Context: an optimization exercise on an open-source flow, tuned for small area, a short achievable clock period and few clock cycles per item. The choices shown serve that exercise and are no tape-out recipe.
At most, simulation tests tie the RTL to the original design; equivalence was not proved.
Only the layout flow was run in runs 1 to 3; the RTL was not checked for function there.
No activity file was given, so power comes from the tool's default toggle rates.

$ cat constraint.sdc
create_clock -name core_clock -period 5.0 [get_ports {clk}]
set_input_delay 1.0000 -clock core_clock [delete_from_list [all_inputs] [get_ports {clk}]]
set_output_delay 1.0000 -clock core_clock [all_outputs]
set_load 0.01 [all_outputs]
$ cat config.mk
export PLATFORM = sky130hd
export DESIGN_NAME = rv_exec_top
export DESIGN_NICKNAME = rv_exec_top
export VERILOG_FILES = /design/flow/design.v
export SDC_FILE = /design/flow/constraint.sdc
export NUM_CORES = 4
export LEC_CHECK = 0
export CAP_MARGIN = 20
export CORE_MARGIN = 2
export CORE_UTILIZATION = 40
export SLEW_MARGIN = 20
$ cat design.v
`default_nettype none
package rv_pkg;
  localparam int XLEN = 32;
  typedef logic [XLEN-1:0] xlen_t;
endpackage
`default_nettype wire
`timescale 1ns/10ps
`default_nettype none
module rv_exec_top (
  input  wire logic        clk,
  input  wire logic        rst_n,
  input  wire logic        in_valid,
  output logic             in_ready,
  input  wire logic [31:0] in_insn,
  input  wire logic [31:0] in_pc,
  input  wire logic [31:0] in_rs1_data,
  input  wire logic [31:0] in_rs2_data,
  output logic             out_valid,
  input  wire logic        out_ready,
  output logic [4:0]       out_rd,
  output logic             out_wb_en,
  output logic [31:0]      out_wdata,
  output logic             out_br_taken,
  output logic [31:0]      out_next_pc,
  output logic             out_illegal
);
  logic [31:0] insn, pc, a, b;
  assign insn = in_insn;
  assign pc   = in_pc;
  assign a    = in_rs1_data;
  assign b    = in_rs2_data;
  logic [2:0] f3;
  logic [6:0] f7;
  logic       f7_base, f7_alt;
  logic       is_op, is_opimm, is_lui, is_auipc, is_jal, is_jalr, is_br;
  assign f3      = insn[14:12];
  assign f7      = insn[31:25];
  assign f7_base = (f7 == 7'b0000000);
  assign f7_alt  = (f7 == 7'b0100000);
  assign is_op    = (insn[6:0] == 7'b0110011);
  assign is_opimm = (insn[6:0] == 7'b0010011);
  assign is_lui   = (insn[6:0] == 7'b0110111);
  assign is_auipc = (insn[6:0] == 7'b0010111);
  assign is_jal   = (insn[6:0] == 7'b1101111);
  assign is_jalr  = (insn[6:0] == 7'b1100111);
  assign is_br    = (insn[6:0] == 7'b1100011);
  logic illegal;
  always_comb begin
    illegal = 1'b1;
    if (is_op)
      illegal = !(f7_base || (f7_alt && (f3 == 3'b000 || f3 == 3'b101)));
    else if (is_opimm)
      illegal = (f3 == 3'b001) ? !f7_base :
                (f3 == 3'b101) ? !(f7_base || f7_alt) : 1'b0;
    else if (is_lui || is_auipc || is_jal)
      illegal = 1'b0;
    else if (is_jalr)
      illegal = (f3 != 3'b000);
    else if (is_br)
      illegal = (f3[2:1] == 2'b01);
  end
  logic writes;
  assign writes = is_op | is_opimm | is_lui | is_auipc | is_jal | is_jalr;
  logic [31:0] imm_i, imm_u, imm_b, imm_j;
  assign imm_i = {{20{insn[31]}}, insn[31:20]};
  assign imm_u = {insn[31:12], 12'b0};
  assign imm_b = {{20{insn[31]}}, insn[7], insn[30:25], insn[11:8], 1'b0};
  assign imm_j = {{12{insn[31]}}, insn[19:12], insn[20], insn[30:21], 1'b0};
  logic [31:0] op_b;
  logic        sub;
  logic [32:0] diff;
  logic        lt_u, lt_s, eq;
  logic [31:0] x_ab;
  assign op_b = insn[5] ? b : imm_i;
  assign sub  = (f3 != 3'b000) | (insn[5] & insn[30]);
  assign diff = {1'b0, a} + {1'b0, sub ? ~op_b : op_b} + {32'd0, sub};
  assign lt_u = ~diff[32];
  assign lt_s = (a[31] ^ op_b[31]) ? a[31] : diff[31];
  assign x_ab = a ^ op_b;
  assign eq   = (x_ab == 32'd0);
  logic        sh_left;
  logic        sh_fill;
  logic [4:0]  shamt;
  logic [31:0] sh_in, sh_out, sh_res;
  assign sh_left = ~f3[2];
  assign sh_fill = insn[30] & a[31] & f3[2];
  assign shamt   = op_b[4:0];
  always_comb begin
    for (int i = 0; i < 32; i++) sh_in[i] = sh_left ? a[31-i] : a[i];
  end
  assign sh_out = 32'($signed({sh_fill, sh_in}) >>> shamt);
  always_comb begin
    for (int i = 0; i < 32; i++) sh_res[i] = sh_left ? sh_out[31-i] : sh_out[i];
  end
  logic [31:0] alu_res;
  always_comb begin
    case (f3)
      3'b000:  alu_res = diff[31:0];
      3'b010:  alu_res = {31'd0, lt_s};
      3'b011:  alu_res = {31'd0, lt_u};
      3'b100:  alu_res = x_ab;
      3'b110:  alu_res = a | op_b;
      3'b111:  alu_res = a & op_b;
      default: alu_res = sh_res;
    endcase
  end
  logic [31:0] pc_inc;
  logic [31:0] t_base, t_imm, t_sum;
  assign pc_inc = {pc[31:2] + 30'd1, pc[1:0]};
  assign t_base = is_jalr ? a : pc;
  assign t_imm  = insn[4] ? imm_u : insn[3] ? imm_j : insn[2] ? imm_i : imm_b;
  assign t_sum  = t_base + t_imm;
  logic cond, taken, redirect;
  always_comb begin
    case (f3[2:1])
      2'b00:   cond = eq;
      2'b10:   cond = lt_s;
      default: cond = lt_u;
    endcase
  end
  assign taken    = is_br & ~illegal & (cond ^ f3[0]);
  assign redirect = taken | ((is_jal | is_jalr) & ~illegal);
  logic [31:0] wdata, next_pc;
  always_comb begin
    if (is_lui)                wdata = imm_u;
    else if (is_auipc)         wdata = t_sum;
    else if (is_jal | is_jalr) wdata = pc_inc;
    else                       wdata = alu_res;
  end
  assign next_pc = redirect ? {t_sum[31:1], t_sum[0] & ~is_jalr} : pc_inc;
  assign in_ready = ~out_valid | out_ready;
  always_ff @(posedge clk or negedge rst_n) begin
    if (!rst_n) begin
      out_valid <= 1'b0;
    end else if (in_ready) begin
      out_valid <= in_valid;
    end
  end
  always_ff @(posedge clk) begin
    if (in_ready) begin
      out_rd       <= insn[11:7];
      out_wb_en    <= writes & ~illegal & (insn[11:7] != 5'd0);
      out_wdata    <= wdata;
      out_br_taken <= taken;
      out_next_pc  <= next_pc;
      out_illegal  <= illegal;
    end
  end
endmodule
`default_nettype wire
$ cat run.sh
#!/bin/bash
# synth_recipe.tcl (not shown) runs the flow's synth.tcl, then flattens the netlist and writes it again
# the make line also repeats each setting of config.mk as NAME=value (left out here)
make -C /OpenROAD-flow-scripts/flow DESIGN_CONFIG=/design/flow/config.mk WORK_HOME=/design/flow/orfs CLKGATE_MAP_FILE= SYNTH_SCRIPT=/design/flow/synth_recipe.tcl finish
==> reports/metrics.yaml, run 1 <==
start_util_pct: 40.55
slowest_delay_ps: 490
cp_slowest_cell: "or4_1"
path_cells: "clkdlybuf4s15_2, nor2b_1, buf_4, buf_12, a21oi_1, xor2_2, ha_1, nand3_4, o22ai_2, a311oi_1, nor2_1, or4_1, mux2_4, a32oi_2, buf_4, xnor2_4, o21ai_4, buf_12, buf_16, buf_6, mux2i_1"
grt_first_pass_wirelength_um: 104000
arrival_ps: 5130
fin_crit_sh_pct: 98.61
drc: 0
grt_max_degree: 74
whs_ps: 787.4
ant_nets: 0
pin_count: 206
drt-initial-drc-count: 1894
p_leak_nw: 8.804
wl_per_cell_um: 26.79
antenna_found_initial: 6
total_power_mw: 4.136
vias: 16697
synth_top_flop_cell: "edfxtp_1"
fin_crit_ps: 4931
crit_type: "in -> reg"
die-area_um2: 34450
p_per_area_nw_per_um2: 208.3
postSynthAreaPerCell_um2: 7.802
die_w_um: 185.6
critical_path_required_ps: 5200
dp.cells: 2686
cp-end-kind: "flop"
drv_slew: 0
clkSinkCount: 73
yosysSeqAreaShare_pct: 16.58
grt_pass1_vias: 15969
port_buffers: 205
nets: 2543
clk_latency_ps: 360
cp_top_family: "buffers and inverters"
viasPerCell: 6.112
grtUsageTotal_pct: 41.95
grt_overflow: 0
fillers: 2963
holdBufCountCts: 0
core_area_um2: 32540
core.rowCount: 66
synth_cell_types: 78
synthArstFlopShare_pct: 1.370
area_growth_pct: 50.52
numCtsBuffers: 9
synth_edf_count: 72
clk_pin_slew_worst_paths_ps: 50
ys_ff_latch: 73
max-slew-margin-rel_pct: 27.55
layout_setup_ws_ps: 69.41
cts_tree: "done"
status: "timing/DRC/antenna clean"
syn-cell-area_um2: 13190
post-route-util_pct: 61.04
min_path_type: "in -> async"
start_kind: "input port"
maxCapViolCount: 0
setup_viol_count_final: 0
cts_buffer_depth: 2
dr.pass1.iters: 6
fin_cells: 2732
fp.dieH_um: 185.6
htreeDepth: 3
drive_gt1_share_pct: 28.73
dp_hpwl_um: 58860
place_congestion: 1.079
fmax_ghz: 0.2028
yosysWarnings: 1
cp_num_buf_inv: 7
path_max_fanout: 15
wl_um: 73200
ir_drop_mv: 0.1764
clock-root-buffer: "clkbuf_16"
hold_violations: 0
synth_nets: 1952
worst_slew_pin_slew_ps: 1083
skew_ps: 9.863
netlist_instances: 1691
pre_cts_ws_ps: -802.0
[stage by stage]
| step | TNS, ps | cell area (um^2) |
|---|---|---|
| 2_1_floorplan | -31.49 | 13250 |
| 4_1_cts | -11.05 | 19470 |
| 5_1_grt | -612.6 | 19850 |
| 3_3_place_gp | -28010 | 18820 |
| 3_5_place_dp | -30630 | 18820 |
| 6_report | 0 | 19860 |
[what timing repair did]
item | CTS | global route
pin swaps | 21 | 35
gates cloned | 3 | 1
gates resized for setup | 50 | 62
buffers inserted | 14 | 10
setup endpoints to repair | 45 | 46
[path summary, 6_finish.rpt]
kind	depth (start not counted)	to	from	slack, ps
max in group asynchronous	1	out_valid	rst_n	4110
min in group core_clock	3	out_valid	out_valid	1060
hold reg to reg	3	out_valid	out_valid	1060
hold / removal	1	out_valid	rst_n	790
setup reg to reg	2	out_wdata[2]	out_valid	3380
setup / recovery	21	out_next_pc[11]	in_insn[31]	70
[synth_stat cells, types with 16 or more instances]
| master | number | area (um^2) |
|---|---|---|
| o21a_1 | 23 | 172.7 |
| ha_1 | 127 | 1589 |
| nand4_1 | 18 | 112.6 |
| inv_1 | 90 | 337.8 |
| a211oi_1 | 22 | 165.2 |
| a31oi_1 | 17 | 106.4 |
| xnor2_1 | 46 | 402.9 |
| o21ai_0 | 118 | 590.6 |
| edfxtp_1 | 72 | 2162 |
| a21oi_1 | 159 | 795.8 |
| mux2i_1 | 98 | 980.9 |
| nand3_1 | 40 | 200.2 |
| o211ai_1 | 23 | 172.7 |
| mux2_2 | 47 | 529.3 |
| nor3_1 | 25 | 125.1 |
| a21o_1 | 25 | 187.7 |
| nor2_1 | 154 | 578.1 |
| mux4_2 | 20 | 450.4 |
| nor2b_1 | 16 | 100.1 |
| a221oi_1 | 20 | 175.2 |
| nand2_1 | 162 | 608.1 |
| xor2_1 | 66 | 578.1 |
| clkbuf_1 | 75 | 281.5 |
[power by group]
| part | internal, mW | switching, mW | total, mW |
|---|---|---|---|
| sequential | 0.757 | 0.0192 | 0.776 |
| combinational | 1.26 | 1.43 | 2.69 |
| clock | 0.399 | 0.270 | 0.669 |
| total | 2.42 | 1.72 | 4.14 |
[cell usage in the layout, fill, tap and decap left out, drive strengths merged, types with 8 or more instances in the layout]
cell | netlist | layout
xor2 | 66 | 66
a21oi | 161 | 161
mux2i | 99 | 99
nand3 | 40 | 40
a221o | 8 | 8
nand4 | 18 | 18
a21o | 25 | 25
or2 | 8 | 8
a31oi | 17 | 17
nand2 | 162 | 162
o22ai | 10 | 10
a211oi | 22 | 22
nand2b | 9 | 9
clkdlybuf4s50 | 0 | 196
edfxtp | 72 | 72
nor2b | 16 | 16
nor3 | 25 | 25
and2 | 9 | 9
nor2 | 154 | 154
o21ai | 128 | 128
o21a | 23 | 23
ha | 127 | 127
inv | 93 | 93
nor4 | 10 | 10
o21bai | 12 | 12
mux4 | 20 | 20
and3 | 9 | 9
o211ai | 23 | 23
mux2 | 50 | 50
o221ai | 8 | 8
xnor2 | 46 | 46
buf | 27 | 479
clkbuf | 75 | 13
a221oi | 20 | 20
[layout make-up]
cell class                 count  area [um^2]  area share [%]
clock buffer                  11        242.7           1.222
tap                          442        553.0           2.785
inverter                      94        354.1           1.783
multi-input combinational   1422        10630           53.54
clock inverter                 5        56.30          0.2835
timing repair buffer         682         5826           29.33
sequential                    73         2187           11.01
antenna                        3        7.507         0.03780
[kinds of logic (layout without fill, tap and decap cells)]
kind of cell / after synthesis / after routing / share of synthesized area [%]
compound gates: 532 / 532 / 25.96
xor+xnor: 112 / 112 / 7.435
fa+ha+maj: 129 / 129 / 12.35
buf+inv: 196 / 792 / 6.050
flops: 73 / 73 / 16.58
mux: 169 / 169 / 15.29
other cells: 0 / 3 / 0
simple gates: 480 / 480 / 16.35
[metal layers]
layer,routed length (um),vias up,track usage [%]
met5,14,-,0
met4,6438,2,30.58
met3,7444,281,8.863
met2,30820,1087,63.96
met1,28480,7879,52.30
li1,-,7448,-
[sequential cells by signal, summed over array words and instances, names as in the netlist]
signal        count
out_br_taken      1
out_illegal       1
out_next_pc      32
out_rd            5
out_valid         1
out_wb_en         1
out_wdata        32
==> run 2, diff against run 1 <==
--- a/design.v
+++ b/design.v
@@ -109,23 +109,16 @@
   assign pc_inc = {pc[31:2] + 30'd1, pc[1:0]};
-  assign t_base = is_jalr ? a : pc;
+  assign t_base = is_jalr ? a : is_lui ? 32'd0 : pc;
   assign t_imm  = insn[4] ? imm_u : insn[3] ? imm_j : insn[2] ? imm_i : imm_b;
   assign t_sum  = t_base + t_imm;
-  logic cond, taken, redirect;
-  always_comb begin
-    case (f3[2:1])
-      2'b00:   cond = eq;
-      2'b10:   cond = lt_s;
-      default: cond = lt_u;
-    endcase
-  end
-  assign taken    = is_br & ~illegal & (cond ^ f3[0]);
-  assign redirect = taken | ((is_jal | is_jalr) & ~illegal);
-  logic [31:0] wdata, next_pc;
-  always_comb begin
-    if (is_lui)                wdata = imm_u;
-    else if (is_auipc)         wdata = t_sum;
-    else if (is_jal | is_jalr) wdata = pc_inc;
-    else                       wdata = alu_res;
-  end
-  assign next_pc = redirect ? {t_sum[31:1], t_sum[0] & ~is_jalr} : pc_inc;
+  logic        wsel_link_q;    
+  logic        wsel_tgt_q;     
+  logic [31:0] alu_q;
+  logic [31:0] tgt_q;
+  logic [31:0] seq_q;
+  logic        jump_q;         
+  logic        br_q;           
+  logic        inv_q;          
+  logic        sel_eq_q;       
+  logic        sel_lts_q;      
+  logic        eq_q, lts_q, ltu_q;
   assign in_ready = ~out_valid | out_ready;
@@ -140,10 +133,25 @@
     if (in_ready) begin
-      out_rd       <= insn[11:7];
-      out_wb_en    <= writes & ~illegal & (insn[11:7] != 5'd0);
-      out_wdata    <= wdata;
-      out_br_taken <= taken;
-      out_next_pc  <= next_pc;
-      out_illegal  <= illegal;
+      out_rd      <= insn[11:7];
+      out_wb_en   <= writes & ~illegal & (insn[11:7] != 5'd0);
+      out_illegal <= illegal;
+      wsel_link_q <= is_jal | is_jalr;
+      wsel_tgt_q  <= is_lui | is_auipc;
+      alu_q       <= alu_res;
+      tgt_q       <= {t_sum[31:1], t_sum[0] & ~is_jalr};
+      seq_q       <= pc_inc;
+      jump_q      <= (is_jal | is_jalr) & ~illegal;
+      br_q        <= is_br & ~illegal;
+      inv_q       <= f3[0];
+      sel_eq_q    <= ~f3[2];
+      sel_lts_q   <= ~f3[1];
+      eq_q        <= eq;
+      lts_q       <= lt_s;
+      ltu_q       <= lt_u;
     end
   end
+  logic cond_q;
+  assign cond_q       = sel_eq_q ? eq_q : sel_lts_q ? lts_q : ltu_q;
+  assign out_br_taken = br_q & (cond_q ^ inv_q);
+  assign out_next_pc  = (out_br_taken | jump_q) ? tgt_q : seq_q;
+  assign out_wdata    = wsel_link_q ? seq_q : wsel_tgt_q ? tgt_q : alu_q;
 endmodule
==> reports/metrics.yaml, run 2 <==
fin_crit_ps: 4865  # -65.42 ps
core_area_um2: 34630  # +6.4%
syn-cell-area_um2: 14110  # +7.0%
clk_latency_ps: 440  # +80 ps
reg.largest.list: "alu_q x32, seq_q x32, tgt_q x32"
yosys-top-cells-count: "nand2_1, a21oi_1, o21ai_0, ha_1, edfxtp_1"
place_congestion: 1.022  # -5.3%
synth_edf_count: 113  # +57%
port_buffers: 205  # unchanged
ir_drop_mv: 0.1779  # +0.84%
drv_slew: 0  # unchanged
cts_buffer_depth: 2  # unchanged
synth_top_flop_cell: "edfxtp_1"
skew_ps: 9.005  # -0.8575 ps
worstRegToRegCells: 3  # +1
synth_nets: 1933  # -0.97%
yosysSeqAreaShare_pct: 24.22  # +7.6 points
fin_crit_sh_pct: 97.30  # -1.3 points
vias: 15281  # -8.5%
wl_per_cell_um: 24.57  # -8.3%
fmax_ghz: 0.2055  # +1.3%
setup_viol_count_final: 0  # unchanged
min_path_type: "in -> async"
die_w_um: 191.8  # +3.3%
drive_gt1_share_pct: 22.27  # -6.5 points
crit_type: "in -> reg"
yosysWarnings: 1  # unchanged
layout_common_cells: "buf_4, nand2_1, clkdlybuf4s50_1"
p_per_area_nw_per_um2: 258.4  # +24%
yosysMostFrequentCell: "nand2_1"
maxCapViolCount: 0  # unchanged
grt_pass1_vias: 14802  # -7.3%
drc: 0  # unchanged
ff2ff_setup_slack_ps: 2760  # -620 ps
start_util_pct: 40.75  # +0.20 points
pin_count: 206  # unchanged
worst_slew_pin_slew_ps: 892.3  # -190.4 ps
synth_top_area_share_pct: 24.04  # +7.7 points
nets: 2384  # -6.3%
mostFrequentLayoutCell: "buf_4"
drt-initial-drc-count: 1456  # -23%
cp-end-kind: "flop"
hold_violations: 0  # unchanged
synthArstFlopShare_pct: 0.8772  # -0.49 points
p_leak_nw: 8.645  # -1.8%
area_growth_pct: 39.13
numCtsBuffers: 17  # +8
synth_cell_types: 77  # -1.3%
dp_hpwl_um: 51940  # -12%
viasPerCell: 5.895  # -3.5%
postSynthAreaPerCell_um2: 8.456  # +8.4%
core.rowCount: 68  # +3.0%
path_max_fanout: 7  # -8
post-route-util_pct: 56.70  # -4.3 points
max-slew-margin-rel_pct: 40.51  # +13 points
total_power_mw: 5.073  # +23%
status: "timing/DRC/antenna clean"
fp.dieH_um: 191.8  # +3.3%
yosys.area.top_type: "edfxtp_1"
clk_pin_slew_worst_paths_ps: 60  # about the same
grt_overflow: 0  # unchanged
die-area_um2: 36800  # +6.8%
htreeDepth: 4  # +1
grtUsageTotal_pct: 34.25  # -7.7 points
wl_um: 63690  # -13%
cts_tree: "done"
grt_max_degree: 72  # -2.7%
critical_path_required_ps: 5170  # -30 ps
ant_nets: 0  # unchanged
clkSinkCount: 114  # +56%
synth_area_leaders: "edfxtp_1, ha_1, nand2_1"
cp_slowest_cell: "or4b_2"
path_cells: "clkdlybuf4s50_1, and4b_1, a21oi_1, or3b_4, a22o_1, ha_4, a211oi_4, o21ai_2, a211o_1, a21oi_2, or4_4, a21oi_1, or4b_2, a31o_2, a21oi_2, xnor2_1"
start_kind: "input port"
slowest_delay_ps: 620  # +130 ps
r2r-end: "alu_q[21]"
arrival_ps: 5040  # -90 ps
ys_ff_latch: 114  # +56%
clock-root-buffer: "clkbuf_16"
grt_first_pass_wirelength_um: 92400  # -11%
netlist_instances: 1669  # -1.3%
dr.pass1.iters: 6  # unchanged
r2r-start: "out_valid"
antenna_found_initial: 2  # -4
[run 2: worst max path at each step]
| stage | start | slack, ps | end | cells past startpoint |
|---|---|---|---|---|
| 5_1_grt | in_insn[4] | -60 | tgt_q[20] | 17 |
| 6_report | in_insn[4] | 130 | tgt_q[31] | 16 |
| 3_3_place_gp | in_insn[1] | -600 | tgt_q[31] | 18 |
| 2_1_floorplan | in_insn[5] | 1 | tgt_q[31] | 19 |
| 4_1_cts | in_insn[1] | -20 | tgt_q[20] | 18 |
| 3_5_place_dp | in_insn[1] | -640 | tgt_q[20] | 18 |
[run 2: routing by layer]
metal / vias up / GRT usage [%] / wire length (um)
met5: - / 0 / 12
met2: 768 / 56.19 / 29330
li1: 7083 / - / -
met4: 2 / 13.61 / 2347
met3: 120 / 4.787 / 4921
met1: 7308 / 45.42 / 27080
[run 2: cells by family after synthesis]
| logic type | synth area share (%) |
|---|---|
| simple gates | 14.98 |
| fa+ha+maj | 11.81 |
| mux | 14.24 |
| flops | 24.22 |
| xor+xnor | 7.137 |
| buf+inv | 4.956 |
| compound gates | 22.65 |
[run 2: repair_timing]
item | 4_1_cts | 5_1_grt
gates resized for setup | 4 | 25
pin swaps | 0 | 17
setup buffers | 0 | 5
hold buffers | 0 | 0
endpoints found under the setup margin | 12 | 16
[run 2: area by class of cell]
type | instances | area, um^2
sequential | 114 | 3418
timing repair buffer | 531 | 4576
multi-input combinational | 1375 | 10120
fill | 3208 | 14990
clock inverter | 12 | 180.2
antenna | 4 | 10.01
clock buffer | 20 | 456.7
inverter | 81 | 306.5
tap | 455 | 569.3
[run 2: power breakdown]
group	internal (mW)	total (mW)	switching (mW)
registers	1.22	1.31	0.0895
logic	1.14	2.42	1.27
clock network	0.862	1.35	0.486
total	3.22	5.07	1.85
[run 2: worst max-delay path, delay by kind of cell]
| family | cells | cell delay (ps) |
|---|---|---|
| AOI/OAI and AO/OA | 9 | 1720 |
| and+or+nand+nor | 4 | 1530 |
| adders and majority gates | 1 | 250 |
| buffers and inverters | 1 | 470 |
| xor gates and xnor gates | 1 | 70 |
[run 2: metrics by stage]
step	setup TNS (ps)	setup WS, ps	instances	cell area, um^2	hold WS [ps]
after floorplan	0	1.311	1669	14120	704.4
after global placement	-8131	-604.4	2551	18830	930.9
after detailed placement	-9019	-640.7	2551	18830	956.1
after CTS	-16.21	-16.21	2583	19480	706.9
after global routing	-59.72	-59.72	2588	19620	706.5
final	0	134.8	2592	19630	711.6
==> run 3, diff against run 2 <==
--- a/config.mk
+++ b/config.mk
@@ -7,5 +7,8 @@
 export LEC_CHECK = 0
+export ABC_CLOCK_PERIOD_IN_PS = 3000
 export CAP_MARGIN = 20
 export CORE_MARGIN = 2
-export CORE_UTILIZATION = 40
+export CORE_UTILIZATION = 50
+export GPL_TIMING_DRIVEN = 0
+export SETUP_SLACK_MARGIN = 1.2
 export SLEW_MARGIN = 20
==> reports/metrics.yaml, run 3 <==
placed_area_um2: 17080  # -9.3%
layout_common_cells: "nand2_1, clkdlybuf4s50_1, ha_1, edfxtp_1, a21oi_1"
synth_edf_count: 113  # unchanged
ant_nets: 0  # unchanged
path_cells: "buf_2, clkbuf_2, clkbuf_1, o21ai_0, nand2_1, ha_1, a21oi_1, o21ai_1, a311oi_2, o21ai_2, nor2_2, a21oi_4, or4b_4, a31o_4, a21oi_4, xnor2_1"
mostFrequentLayoutCell: "nand2_1"
grt.busiest_layer: "met2"
clock-root-buffer: "clkbuf_16"
max-slew-margin-rel_pct: 17.41  # -23 points
cp_slowest_cell: "clkbuf_1"
cts_buffer_depth: 2  # unchanged
core.rowCount: 61  # -10%
r2r-end: "alu_q[14]"
synth_compound_area_share_pct: 22.65  # unchanged
r2r-start: "out_valid"
syn-cell-area_um2: 14110  # unchanged
pin_count: 206  # unchanged
antenna_cells: 0  # -4
die_w_um: 172  # -10%
numCtsBuffers: 17  # unchanged
ys_ff_latch: 114  # unchanged
viasPerCell: 6.865  # +16%
worstRegToRegCells: 3  # unchanged
yosysWarnings: 1  # unchanged
drv_slew: 0  # unchanged
critical_path_required_ps: 5200  # +30 ps
synth-simple-area-share_pct: 14.98  # unchanged
met3_usage_pct: 11.49  # +6.7 points
setup_tns_ps: 0  # unchanged
fp.dieH_um: 172  # -10%
start_kind: "input port"
fin_crit_sh_pct: 96.56  # -0.75 points
antenna_found_initial: 1  # -1
crit_top_cell: "a21oi_4"
p_leak_nw: 8.586  # -0.69%
skew_ps: 11.08  # +2.072 ps
yosysMostFrequentCell: "nand2_1"
drive_gt1_share_pct: 26.53  # +4.3 points
cp_num_buf_inv: 3  # +2
min_path_type: "in -> async"
hold_violations: 0  # unchanged
wl_per_cell_um: 30.03  # +22%
drt-initial-drc-count: 2114  # +45%
synth_top_family_by_area: "compound AO/OA/AOI/OAI gates"
grt_pass1_vias: 15107  # +2.1%
crit_type: "in -> reg"
synth_xor_area_share_pct: 7.137  # unchanged
clkSinkCount: 114  # unchanged
cp_top_family: "compound AO/OA/AOI/OAI gates"
grt_first_pass_wirelength_um: 96260  # +4.2%
p_per_area_nw_per_um2: 262.2  # +1.5%
fin_crit_ps: 4828  # -37.29 ps
use_met2_pct: 71.43  # +15 points
drc: 0  # unchanged
htreeDepth: 4  # unchanged
start_util_pct: 50.80  # +10 points
core_area_um2: 27780  # -20%
setup_viol_count_final: 0  # unchanged
synthArstFlopShare_pct: 0.8772  # unchanged
cts_tree: "done"
yosys-top-cells-count: "nand2_1, a21oi_1, o21ai_0, ha_1, edfxtp_1"
yosys.area.top_type: "edfxtp_1"
worstSetupStartpoint: "in_insn[4]"
arrival_ps: 5020  # -20 ps
worst_slew_pin_slew_ps: 1234  # +342.0 ps
die-area_um2: 29580  # -20%
synth_top_area_share_pct: 24.04  # unchanged
area_growth_pct: 46.61
grt_max_degree: 59  # -18%
fmax_ghz: 0.2071  # +0.77%
ir_drop_mv: 0.2368  # +33%
maxCapViolCount: 0  # unchanged
grt_overflow: 0  # unchanged
synthAdderAreaFrac_pct: 11.81  # unchanged
dr.pass1.iters: 6  # unchanged
clk_latency_ps: 450  # about the same
grtUsageTotal_pct: 45.10  # +11 points
place_congestion: 1.095  # +7.1%
synth_top_flop_cell: "edfxtp_1"
synth_cell_types: 77  # unchanged
cp-end-kind: "flop"
synth_nets: 1933  # unchanged
ff2ff_setup_slack_ps: 3500  # +740 ps
vias: 16620  # +8.8%
dp_hpwl_um: 50720  # -2.3%
synth_mux_area_share_pct: 14.24  # unchanged
path_max_fanout: 10  # +3
yosysSeqAreaShare_pct: 24.22  # unchanged
clk_pin_slew_worst_paths_ps: 70  # about the same
slowest_delay_ps: 660  # +40 ps
finish.instance_area_um2: 20690  # +5.4%
rsz0062_at_grt: "true"
nets: 2294  # -3.8%
postSynthAreaPerCell_um2: 8.456  # unchanged
reg.largest.list: "alu_q x32, seq_q x32, tgt_q x32"
netlist_instances: 1669  # unchanged
port_buffers: 202  # -1.5%
status: "timing/DRC/antenna clean"
use_met1_pct: 53.70  # +8.3 points
synth_area_leaders: "edfxtp_1, ha_1, nand2_1"
wl_um: 72710  # +14%
[run 3: cell counts after synthesis]
Identical to the previous run, type by type.
[run 3: routing by layer]
metal | part of all wire [%] | routed length, um
met5 | 0 | 0
met2 | 44 | 32000
met1 | 35 | 25200
met4 | 9.5 | 6900
met3 | 12 | 8615
[run 3: power breakdown]
part	leakage [nW]	total, mW	switching, mW	internal, mW
registers	1.16	1.28	0.0700	1.21
logic	7.12	2.79	1.57	1.22
clock network	0.303	1.35	0.550	0.799
[run 3: metrics by stage]
stage | cells | utilization [%] | power [mW] | hold slack, ps | setup WS, ps
after floorplan | 1669 | - | 2.542 | 704.4 | 227.4
after global placement | 2249 | 61.25 | 3.365 | 1149 | -1340
after detailed placement | 2251 | 61.47 | 3.399 | 821.4 | -1359
after CTS | 2371 | 70.50 | 5.034 | 691.2 | 465.6
after global routing | 2421 | 74.47 | 5.559 | 692.3 | 138.2
final | 2421 | 74.47 | 5.425 | 685.5 | 172.1
[run 3: area by class of cell]
cell class / instances / area, um^2
Multi-Input combinational cell: 1375 / 11580
Buffer: 99 / 897.1
Fill cell: 1932 / 7092
Sequential cell: 114 / 3418
Inverter: 81 / 319.1
Clock inverter: 15 / 195.2
Clock buffer: 17 / 425.4
Timing Repair Buffer: 342 / 3377
Tap cell: 378 / 473.0
[run 3: logic make-up after synthesis]
group | count (synthesis)
XOR/XNOR | 115
AO/OA/AOI/OAI | 506
flip-flops | 114
buffers and inverters | 180
adder cells (fa/ha/maj) | 132
AND/OR/NAND/NOR | 470
multiplexers | 152
[run 3: timing repair]
item / in CTS / in global routing
buffers inserted: 86 / 49
hold buffers: 0 / 0
pin swaps: 86 / 106
gates resized for setup: 312 / 142
gates cloned: 2 / 1
setup endpoints to repair: 121 / 80
[run 3: how the worst max path moves through the flow]
stage | end | slack (ps) | cells after the start
after CTS | tgt_q[20] | 470 | 20
after detailed placement | alu_q[28] | -1360 | 16
final | tgt_q[31] | 170 | 16
after global routing | tgt_q[31] | 140 | 22
after global placement | alu_q[28] | -1340 | 16
after floorplan | tgt_q[31] | 230 | 19
[run 3: worst reg2reg max path: cells and delay by family, from the launching register on]
kind / cells / cell delay, ps
buffers and inverters: 2 / 610
DFF: 1 / 410
and+or+nand+nor: 1 / 100
==> run 4, diff against run 3 <==
--- a/design.v
+++ b/design.v
@@ -5,2 +5,55 @@
 endpackage
+`default_nettype wire
+`timescale 1ns/10ps
+`default_nettype none
+module pfx_add #(
+  parameter int W    = 32,
+  parameter int KIND = 0
+) (
+  input  wire logic [W-1:0] x,
+  input  wire logic [W-1:0] y,
+  input  wire logic         ci,
+  output logic [W-1:0]      s,
+  output logic              co
+);
+  logic [W-1:0] p0, g0, p, g;
+  always_comb begin
+    p0 = x ^ y;
+    g0 = x & y;
+    p  = p0;
+    g  = g0;
+    g[0] = g0[0] | (p0[0] & ci);
+    if (KIND == 0) begin
+      for (int i = 1; (1 << i) <= W; i++)
+        for (int j = (1 << i) - 1; j < W; j += (1 << i)) begin
+          g[j] = g[j] | (p[j] & g[j - (1 << (i-1))]);
+          p[j] = p[j] & p[j - (1 << (i-1))];
+        end
+      for (int i = 6; i > 0; i--)
+        for (int j = (1 << i) + (1 << (i-1)) - 1; j < W; j += (1 << i)) begin
+          g[j] = g[j] | (p[j] & g[j - (1 << (i-1))]);
+          p[j] = p[j] & p[j - (1 << (i-1))];
+        end
+    end else if (KIND == 1) begin
+      for (int i = 0; (1 << i) < W; i++)
+        for (int j = 0; j < W; j++)
+          if (j[i]) begin
+            g[j] = g[j] | (p[j] & g[((j >> i) << i) - 1]);
+            p[j] = p[j] & p[((j >> i) << i) - 1];
+          end
+    end else if (KIND == 2) begin
+      for (int i = 0; (1 << i) < W; i++)
+        for (int j = W - 1; j >= (1 << i); j--) begin
+          g[j] = g[j] | (p[j] & g[j - (1 << i)]);
+          p[j] = p[j] & p[j - (1 << i)];
+        end
+    end else begin
+      for (int j = 1; j < W; j++) begin
+        g[j] = g[j] | (p[j] & g[j-1]);
+      end
+    end
+    s  = p0 ^ {g[W-2:0], ci};
+    co = g[W-1];
+  end
+endmodule
 `default_nettype wire
@@ -75,3 +128,5 @@
   assign sub  = (f3 != 3'b000) | (insn[5] & insn[30]);
-  assign diff = {1'b0, a} + {1'b0, sub ? ~op_b : op_b} + {32'd0, sub};
+  pfx_add #(.W(32), .KIND(1)) u_alu_add (
+    .x (a), .y (sub ? ~op_b : op_b), .ci (sub), .s (diff[31:0]), .co (diff[32])
+  );
   assign lt_u = ~diff[32];
@@ -108,17 +163,31 @@
   logic [31:0] t_base, t_imm, t_sum;
-  assign pc_inc = {pc[31:2] + 30'd1, pc[1:0]};
-  assign t_base = is_jalr ? a : is_lui ? 32'd0 : pc;
+  pfx_add #(.W(30), .KIND(1)) u_inc (
+    .x (pc[31:2]), .y (30'd0), .ci (1'b1), .s (pc_inc[31:2]), .co ()
+  );
+  assign pc_inc[1:0] = pc[1:0];
+  logic base_a;
+  assign base_a = insn[2] & ~insn[3] & ~insn[4];
+  assign t_base = base_a ? a : pc;
   assign t_imm  = insn[4] ? imm_u : insn[3] ? imm_j : insn[2] ? imm_i : imm_b;
-  assign t_sum  = t_base + t_imm;
-  logic        wsel_link_q;    
-  logic        wsel_tgt_q;     
-  logic [31:0] alu_q;
-  logic [31:0] tgt_q;
-  logic [31:0] seq_q;
-  logic        jump_q;         
-  logic        br_q;           
-  logic        inv_q;          
-  logic        sel_eq_q;       
-  logic        sel_lts_q;      
-  logic        eq_q, lts_q, ltu_q;
+  pfx_add #(.W(32), .KIND(1)) u_tgt_add (
+    .x (t_base), .y (t_imm), .ci (1'b0), .s (t_sum), .co ()
+  );
+  logic cond, taken, redirect;
+  always_comb begin
+    case (f3[2:1])
+      2'b00:   cond = eq;
+      2'b10:   cond = lt_s;
+      default: cond = lt_u;
+    endcase
+  end
+  assign taken    = is_br & ~illegal & (cond ^ f3[0]);
+  assign redirect = taken | ((is_jal | is_jalr) & ~illegal);
+  logic [31:0] wdata, next_pc;
+  always_comb begin
+    if (is_lui)                wdata = imm_u;
+    else if (is_auipc)         wdata = t_sum;
+    else if (is_jal | is_jalr) wdata = pc_inc;
+    else                       wdata = alu_res;
+  end
+  assign next_pc = redirect ? {t_sum[31:1], t_sum[0] & ~base_a} : pc_inc;
   assign in_ready = ~out_valid | out_ready;
@@ -133,25 +202,10 @@
     if (in_ready) begin
-      out_rd      <= insn[11:7];
-      out_wb_en   <= writes & ~illegal & (insn[11:7] != 5'd0);
-      out_illegal <= illegal;
-      wsel_link_q <= is_jal | is_jalr;
-      wsel_tgt_q  <= is_lui | is_auipc;
-      alu_q       <= alu_res;
-      tgt_q       <= {t_sum[31:1], t_sum[0] & ~is_jalr};
-      seq_q       <= pc_inc;
-      jump_q      <= (is_jal | is_jalr) & ~illegal;
-      br_q        <= is_br & ~illegal;
-      inv_q       <= f3[0];
-      sel_eq_q    <= ~f3[2];
-      sel_lts_q   <= ~f3[1];
-      eq_q        <= eq;
-      lts_q       <= lt_s;
-      ltu_q       <= lt_u;
+      out_rd       <= insn[11:7];
+      out_wb_en    <= writes & ~illegal & (insn[11:7] != 5'd0);
+      out_wdata    <= wdata;
+      out_br_taken <= taken;
+      out_next_pc  <= next_pc;
+      out_illegal  <= illegal;
     end
   end
-  logic cond_q;
-  assign cond_q       = sel_eq_q ? eq_q : sel_lts_q ? lts_q : ltu_q;
-  assign out_br_taken = br_q & (cond_q ^ inv_q);
-  assign out_next_pc  = (out_br_taken | jump_q) ? tgt_q : seq_q;
-  assign out_wdata    = wsel_link_q ? seq_q : wsel_tgt_q ? tgt_q : alu_q;
 endmodule
==> flow/run.sh (new file) <==
#!/bin/bash
set -euo pipefail
extra='export BUFFER_PORTS_ARGS = -buffer_cell sky130_fd_sc_hd__buf_1
export RECOVER_POWER = 100'
printf '%s\n' "$extra" >> config.mk
bash standard.sh > standard.log 2>&1
==> standard.sh (new file) <==
#!/bin/bash
# synth_recipe.tcl (not shown) runs the flow's synth.tcl, then flattens the netlist and writes it again
# the make line also repeats each setting of config.mk as NAME=value (left out here)
make -C /OpenROAD-flow-scripts/flow DESIGN_CONFIG=/design/flow/config.mk WORK_HOME=/design/flow/orfs CLKGATE_MAP_FILE= SYNTH_SCRIPT=/design/flow/synth_recipe.tcl "${@:-finish}"
--- a/config.mk
+++ b/config.mk
@@ -7,3 +7,2 @@
 export LEC_CHECK = 0
-export ABC_CLOCK_PERIOD_IN_PS = 3000
 export CAP_MARGIN = 20
@@ -12,3 +11,4 @@
 export GPL_TIMING_DRIVEN = 0
-export SETUP_SLACK_MARGIN = 1.2
 export SLEW_MARGIN = 20
+export BUFFER_PORTS_ARGS = -buffer_cell sky130_fd_sc_hd__buf_1
+export RECOVER_POWER = 100
removed: run.sh
==> reports/metrics.yaml, run 4 <==
grt_overflow: 0  # unchanged
post-route-util_pct: 61.96  # -13 points
synth-simple-area-share_pct: 15.54  # +0.55 points
synth_cell_types: 71  # -7.8%
htreeDepth: 3  # -1
r2r-start: "out_valid"
hold_violations: 0  # unchanged
die-area_um2: 25830  # -13%
yosys.area.top_type: "edfxtp_1"
synth_area_leaders: "edfxtp_1, ha_1, mux2i_1"
min_path_type: "in -> async"
violations: "negative setup slack"
synth_top_family_by_area: "compound AO/OA/AOI/OAI gates"
core_area_um2: 24250  # -13%
p_leak_nw: 6.208  # -28%
status: "finished with violations"
synth_compound_area_share_pct: 23.99  # +1.3 points
viasPerCell: 6.966  # +1.5%
yosysMostFrequentCell: "nand2_1"
dp.cells: 2081  # -7.6%
cts_tree: "done"
area_growth_pct: 22.33
yosysWarnings: 3  # +2
pin_count: 206  # unchanged
critical_path_required_ps: 5180  # -20 ps
path_max_fanout: 10  # unchanged
synth_edf_count: 72  # -36%
holdBufCountCts: 0  # unchanged
antenna_found_initial: 1  # unchanged
die_w_um: 160.7  # -6.6%
fp.dieH_um: 160.7  # -6.6%
ant_nets: 0  # unchanged
worst_slew_pin_slew_ps: 1151  # -83.07 ps
arrival_ps: 5230  # +210 ps
cts_buffer_depth: 2  # unchanged
fin_crit_ps: 5046  # +218.4 ps
drive_gt1_share_pct: 14.55  # -12 points
drc: 0  # unchanged
ys_ff_latch: 73  # -36%
crit_type: "in -> reg"
fmax_ghz: 0.1982  # -4.3%
grt_max_degree: 56  # -5.1%
synth_mux_area_share_pct: 14.45  # +0.21 points
clock-root-buffer: "clkbuf_16"
mostFrequentLayoutCell: "buf_1"
vias: 14907  # -10%
fin_cells: 2140  # -12%
fin_crit_sh_pct: 100.9  # +4.4 points
wl_um: 65420  # -10%
p_per_area_nw_per_um2: 224.8  # -14%
grt_pass1_vias: 13977  # -7.5%
synth_top_flop_cell: "edfxtp_1"
numCtsBuffers: 9  # -8
maxCapViolCount: 0  # unchanged
skew_ps: 7.991  # -3.087 ps
yosys-top-cells-count: "nand2_1, a21oi_1, o21ai_0, ha_1, nor2_1"
port_buffers: 200  # -0.99%
drt-initial-drc-count: 2206  # +4.4%
synth_xor_area_share_pct: 7.131  # about the same
pre_cts_ws_ps: -1714  # -355.0 ps
yosysSeqAreaShare_pct: 17.81  # -6.4 points
core.rowCount: 57  # -6.6%
clk_pin_slew_worst_paths_ps: 60  # about the same
layout_setup_ws_ps: -46.31  # -218.4 ps
start_kind: "input port"
grt_first_pass_wirelength_um: 92490  # -3.9%
clk_latency_ps: 340  # -110 ps
synthAdderAreaFrac_pct: 14.77  # +3.0 points
syn-cell-area_um2: 12280  # -13%
reg.largest.list: "out_next_pc x32, out_wdata x32, out_rd x5"
dr.pass1.iters: 8  # +2
synthArstFlopShare_pct: 1.370  # +0.49 points
ir_drop_mv: 0.1740  # -27%
cp-end-kind: "flop"
setup_viol_count_final: 5  # +5
placed_area_um2: 13710  # -20%
drv_slew: 0  # unchanged
start_util_pct: 50.65  # -0.15 points
synth_nets: 1827  # -5.5%
postSynthAreaPerCell_um2: 7.893  # -6.7%
whs_ps: 402.3  # -283.3 ps
clkSinkCount: 73  # -36%
place_congestion: 1.071  # -2.1%
finish.instance_area_um2: 15020  # -27%
netlist_instances: 1556  # -6.8%
dp_hpwl_um: 51470  # +1.5%
worstSetupStartpoint: "in_insn[5]"
wl_per_cell_um: 30.57  # +1.8%
layout_common_cells: "buf_1, nand2_1, a21oi_1"
nets: 2081  # -9.3%
max-slew-margin-rel_pct: 22.59  # +5.2 points
synth_top_area_share_pct: 17.60  # -6.4 points
grtUsageTotal_pct: 49.10  # +4.0 points
==> run 4: changes by cell type in the layout (fill, tap and decap cells not counted), moves of 21 or more <==
cell             before  now
a21o_1               34   13
a21oi_1             107  129
a21oi_2              31    7
a22o_1               30    5
buf_1                 3  201
buf_4                89   45
buf_6                42    7
clkdlybuf4s50_1     176    0
edfxtp_1            113   72
nand2_1             207  181
xor2_1               51   30
==> run 4: layer usage <==
layer  up-vias  GRT usage [%]  wire, um
met5         -              0         0
met4         0          30.72      5622
met3       351          12.68      9004
met2      1314          73.32     27080
met1      7008          63.40     23720
li1       6234              -         -
==> run 4: through the flow <==
step | power [mW] | TNS [ps]
4_1_cts | 3.206 | 0
6_report | 3.377 | -76.31
2_1_floorplan | 1.870 | -1393
3_3_place_gp | 2.490 | -74710
3_5_place_dp | 2.509 | -77520
5_1_grt | 3.480 | -233.3
==> run 4: logic make-up after synthesis <==
logic type / count (synthesis)
mux: 145
simple gates: 433
fa+ha+maj: 139
buf+inv: 192
compound gates: 474
xor+xnor: 100
flops: 73
==> run 4: final timing paths <==
check                                        to  cells after the start  slack, ps
min in group core_clock               out_valid                      2        840
worst min register to register   out_next_pc[5]                      1       1250
worst min-delay path                  out_valid                      1        400
worst max register to register  out_next_pc[26]                      2       3160
max in group asynchronous             out_valid                      1       4500
worst max-delay path             out_next_pc[2]                     16        -50
==> run 4: critical path: stages <==
cell and delay, ps:
buf_12 150, mux2i_4 260, buf_12 150, clkbuf_2 310, clkbuf_1 490, ha_1 360, nor4_1 650, nand4_1 230
nor3_1 450, or3_1 200, o221ai_2 110, and3b_2 290, buf_12 160, buf_6 110, buf_4 100, mux2i_1 200
==> run 4: layout make-up <==
| cell class | instances | area [um^2] |
|---|---|---|
| Antenna cell | 1 | 2.502 |
| Buffer | 89 | 621.8 |
| Clock buffer | 12 | 256.5 |
| Clock inverter | 4 | 27.53 |
| Fill cell | 2160 | 9224 |
| Inverter | 93 | 365.4 |
| Multi-Input combinational cell | 1291 | 9888 |
| Sequential cell | 73 | 2187 |
| Tap cell | 324 | 405.4 |
| Timing Repair Buffer | 253 | 1270 |
==> run 4: where the power goes <==
part	switching [mW]	total, mW	internal, mW
clock	0.277	0.642	0.365
combinational	1.26	1.96	0.697
sequential	0.0203	0.778	0.757
total	1.56	3.38	1.82
==> run 4: repair_timing <==
item,4_1_cts,5_1_grt
gates resized for setup,102,64
buffers inserted,25,25
gates cloned,2,1
pin swaps,15,28
endpoints found under the setup margin,63,45
Testbench counts of run 4, summed over its fixed seeds: cycles 8,008, items 8,000.
==> run 5, diff against run 4 <==
==> run.sh (new file) <==
#!/bin/bash
# synth_recipe.tcl (not shown) runs the flow's synth.tcl, then flattens the netlist and writes it again
# the make line also repeats each setting of config.mk as NAME=value (left out here)
make -C /OpenROAD-flow-scripts/flow DESIGN_CONFIG=/design/flow/config.mk WORK_HOME=/design/flow/orfs CLKGATE_MAP_FILE= SYNTH_SCRIPT=/design/flow/synth_recipe.tcl finish
--- a/config.mk
+++ b/config.mk
@@ -12,3 +12 @@
 export SLEW_MARGIN = 20
-export BUFFER_PORTS_ARGS = -buffer_cell sky130_fd_sc_hd__buf_1
-export RECOVER_POWER = 100
removed: flow/run.sh
removed: standard.sh
==> reports/metrics.yaml, run 5 <==
netlist_instances: 1556  # unchanged
synth_top_flop_cell: "edfxtp_1"
layout_common_cells: "clkdlybuf4s50_1, nand2_1, a21oi_1"
synthAdderAreaFrac_pct: 14.77  # unchanged
fin_crit_ps: 5026  # -20.13 ps
mostFrequentLayoutCell: "clkdlybuf4s50_1"
die_w_um: 160.7  # unchanged
core.rowCount: 57  # unchanged
maxCapViolCount: 0  # unchanged
wl_per_cell_um: 30.66  # +0.28%
p_per_area_nw_per_um2: 217.7  # -3.2%
ir_drop_mv: 0.1846  # +6.1%
worstRegToRegCells: 2  # unchanged
synth_mux_area_share_pct: 14.45  # unchanged
clk_latency_ps: 350  # about the same
yosysSeqAreaShare_pct: 17.81  # unchanged
crit_type: "in -> reg"
yosysWarnings: 3  # unchanged
layout_setup_ws_ps: -26.18  # +20.13 ps
htreeDepth: 3  # unchanged
yosys-top-cells-count: "nand2_1, a21oi_1, o21ai_0, ha_1, nor2_1"
die-area_um2: 25830  # unchanged
core_area_um2: 24250  # unchanged
post-route-util_pct: 67.97  # +6.0 points
fmax_ghz: 0.1990  # +0.40%
start_util_pct: 50.65  # unchanged
critical_path_required_ps: 5140  # -40 ps
viasPerCell: 7.018  # +0.75%
drc: 0  # unchanged
grtUsageTotal_pct: 48.87  # -0.22 points
clk_pin_slew_worst_paths_ps: 60  # about the same
nets: 2091  # +0.48%
fin_crit_sh_pct: 100.5  # -0.40 points
min_path_type: "in -> async"
hold_violations: 0  # unchanged
synth_top_family_by_area: "compound AO/OA/AOI/OAI gates"
r2r-end: "out_next_pc[29]"
setup_viol_count_final: 9  # +4
violations: "negative setup slack"
pin_count: 206  # unchanged
reg.largest.list: "out_next_pc x32, out_wdata x32, out_rd x5"
clkSinkCount: 73  # unchanged
grt_pass1_vias: 14322  # +2.5%
drt-initial-drc-count: 2407  # +9.1%
drv_slew: 0  # unchanged
fp.dieH_um: 160.7  # unchanged
status: "finished with violations"
synth_compound_area_share_pct: 23.99  # unchanged
cp-end-kind: "flop"
antenna_found_initial: 3  # +2
synth_xor_area_share_pct: 7.131  # unchanged
postSynthAreaPerCell_um2: 7.893  # unchanged
cts_buffer_depth: 2  # unchanged
critPathCapture: "out_wdata[14]"
worst_slew_pin_slew_ps: 1095  # -56.45 ps
total_power_mw: 3.588  # +6.2%
path_max_fanout: 10  # unchanged
ys_ff_latch: 73  # unchanged
port_buffers: 200  # unchanged
synth_nets: 1827  # unchanged
rsz0062_at_grt: "true"
r2r-start: "out_valid"
clock-root-buffer: "clkbuf_16"
synth_cell_types: 71  # unchanged
grt_first_pass_wirelength_um: 92630  # +0.16%
syn-cell-area_um2: 12280  # unchanged
synthArstFlopShare_pct: 1.370  # unchanged
numCtsBuffers: 9  # unchanged
dr.pass1.iters: 7  # -1
p_leak_nw: 6.876  # +11%
ant_nets: 0  # unchanged
cts_tree: "done"
arrival_ps: 5170  # -60 ps
place_congestion: 1.140  # +6.4%
dp_hpwl_um: 51020  # -0.88%
synth_area_leaders: "edfxtp_1, ha_1, mux2i_1"
start_kind: "input port"
synth_top_area_share_pct: 17.60  # unchanged
yosysMostFrequentCell: "nand2_1"
holdBufCountCts: 0  # unchanged
max-slew-margin-rel_pct: 26.74  # +4.1 points
synth_edf_count: 72  # unchanged
vias: 15096  # +1.3%
wl_um: 65940  # +0.79%
grt_max_degree: 55  # -1.8%
whs_ps: 815.8  # +413.5 ps
area_growth_pct: 34.20
drive_gt1_share_pct: 15.73  # +1.2 points
grt_overflow: 0  # unchanged
yosys.area.top_type: "edfxtp_1"
synth-simple-area-share_pct: 15.54  # unchanged
worstSetupStartpoint: "in_insn[3]"
skew_ps: 6.035  # -1.955 ps
ff2ff_setup_slack_ps: 3630  # +470 ps
run 5: changes by cell type in the layout (fill, tap and decap cells not counted), moves of 4 or more:
cell / previous run / this run
clkdlybuf4s50_1: 0 / 187
inv_2: 5 / 9
inv_1: 84 / 80
o21ai_2: 8 / 4
o21ai_1: 22 / 26
buf_1: 201 / 4
clkbuf_2: 8 / 13
clkbuf_1: 50 / 42
buf_4: 45 / 54
dlygate4sd2_1: 0 / 9
run 5: worst min path at each step:
stage	end	slack (ps)	cells after the start
floorplan	out_valid	700	0
global placement	out_valid	1150	1
detailed placement	out_next_pc[5]	860	1
CTS	out_valid	830	1
global route	out_valid	820	1
finish	out_valid	820	1
run 5: final cells by class:
cell class	instances	area, um^2
well taps	324	405.4
repair buffers	263	2577
inverters	93	365.4
plain buffers	89	674.4
clock buffers	10	229.0
diodes	2	5.005
clock inverters	6	65.06
multi-input cells	1291	9973
fillers	1951	7766
flip-flops and latches	73	2187
run 5: cell families after synthesis:
group,Yosys count
xor+xnor,100
simple gates,433
buf+inv,192
flops,73
fa+ha+maj,139
mux,145
compound gates,474
run 5: critical path: stages:
cell and delay (ps):
clkdlybuf4s50_1 570, nor2_4 230, and2_4 260, clkbuf_8 220
mux2_2 360, ha_1 340, a21oi_2 200, nand2_1 110
o21ai_2 310, a21boi_0 170, o21a_1 230, o21a_1 190
or2_2 320, o21ai_0 190, o22ai_1 150, a21oi_1 300
run 5: layer usage:
metal	share of wire (%)	vias to the layer above	GRT usage [%]
met5	0.014	-	0
met4	9.4	2	34.17
met3	15	415	15.34
met2	41	1396	72.20
met1	35	7030	60.65
li1	-	6253	-
run 5: repair_timing:
action	CTS	global route
pin swaps	14	22
endpoints found under the setup margin	63	48
setup buffers	31	26
gates resized for setup	141	73
gates cloned	1	4
run 5: stage by stage:
| stage | instances | setup slack, ps | TNS (ps) | cell area, um^2 |
|---|---|---|---|---|
| after CTS | 2121 | 0.03642 | 0 | 15990 |
| after detailed placement | 2081 | -2112 | -87200 | 14960 |
| after global placement | 2080 | -2126 | -84640 | 14920 |
| final | 2151 | -26.18 | -151.0 | 16480 |
| after floorplan | 1556 | -98.75 | -1393 | 12510 |
| after global routing | 2149 | -90.12 | -1549 | 16480 |
run 5: power breakdown:
group / switching [mW] / internal [mW]
registers: 0.0201 / 0.757
clock network: 0.283 / 0.389
logic: 1.28 / 0.860

==> port drivers added, routing unchanged <==
No port has a modelled driver above. Below, the same layouts with a new extraction and two added sets of constraints.
Step 1 assumes that a clkbuf_16 drives the clock port and a buf_2 every other input.
Step 2 also shifts input and output timing later by t, the mid clock arrival at the registers, as if the neighbouring blocks saw the same clock.
Slacks: ideal ports / drivers / drivers and shift; pairs: ideal ports / drivers.
| run | shift t [ns] | setup WS [ns] | worst setup path at the end |
|---|---|---|---|
| run 1 | 0.403 | 0.069 / 0.085 / -0.318 | input to register |
| run 2 | 0.476 | 0.135 / 0.157 / -0.319 | input to register |
| run 3 | 0.494 | 0.172 / 0.200 / -0.294 | input to register |
| run 4 | 0.389 | -0.046 / -0.084 / -0.473 | input to register |
| run 5 | 0.394 | -0.026 / -0.035 / -0.429 | input to register |
With both steps, setup timing fails in run 1, run 2 and run 3, where it was met with ideal ports. The setup slack of run 3, which loses most, moves by +0.028 ns with the drivers and by -0.466 ns with both steps.
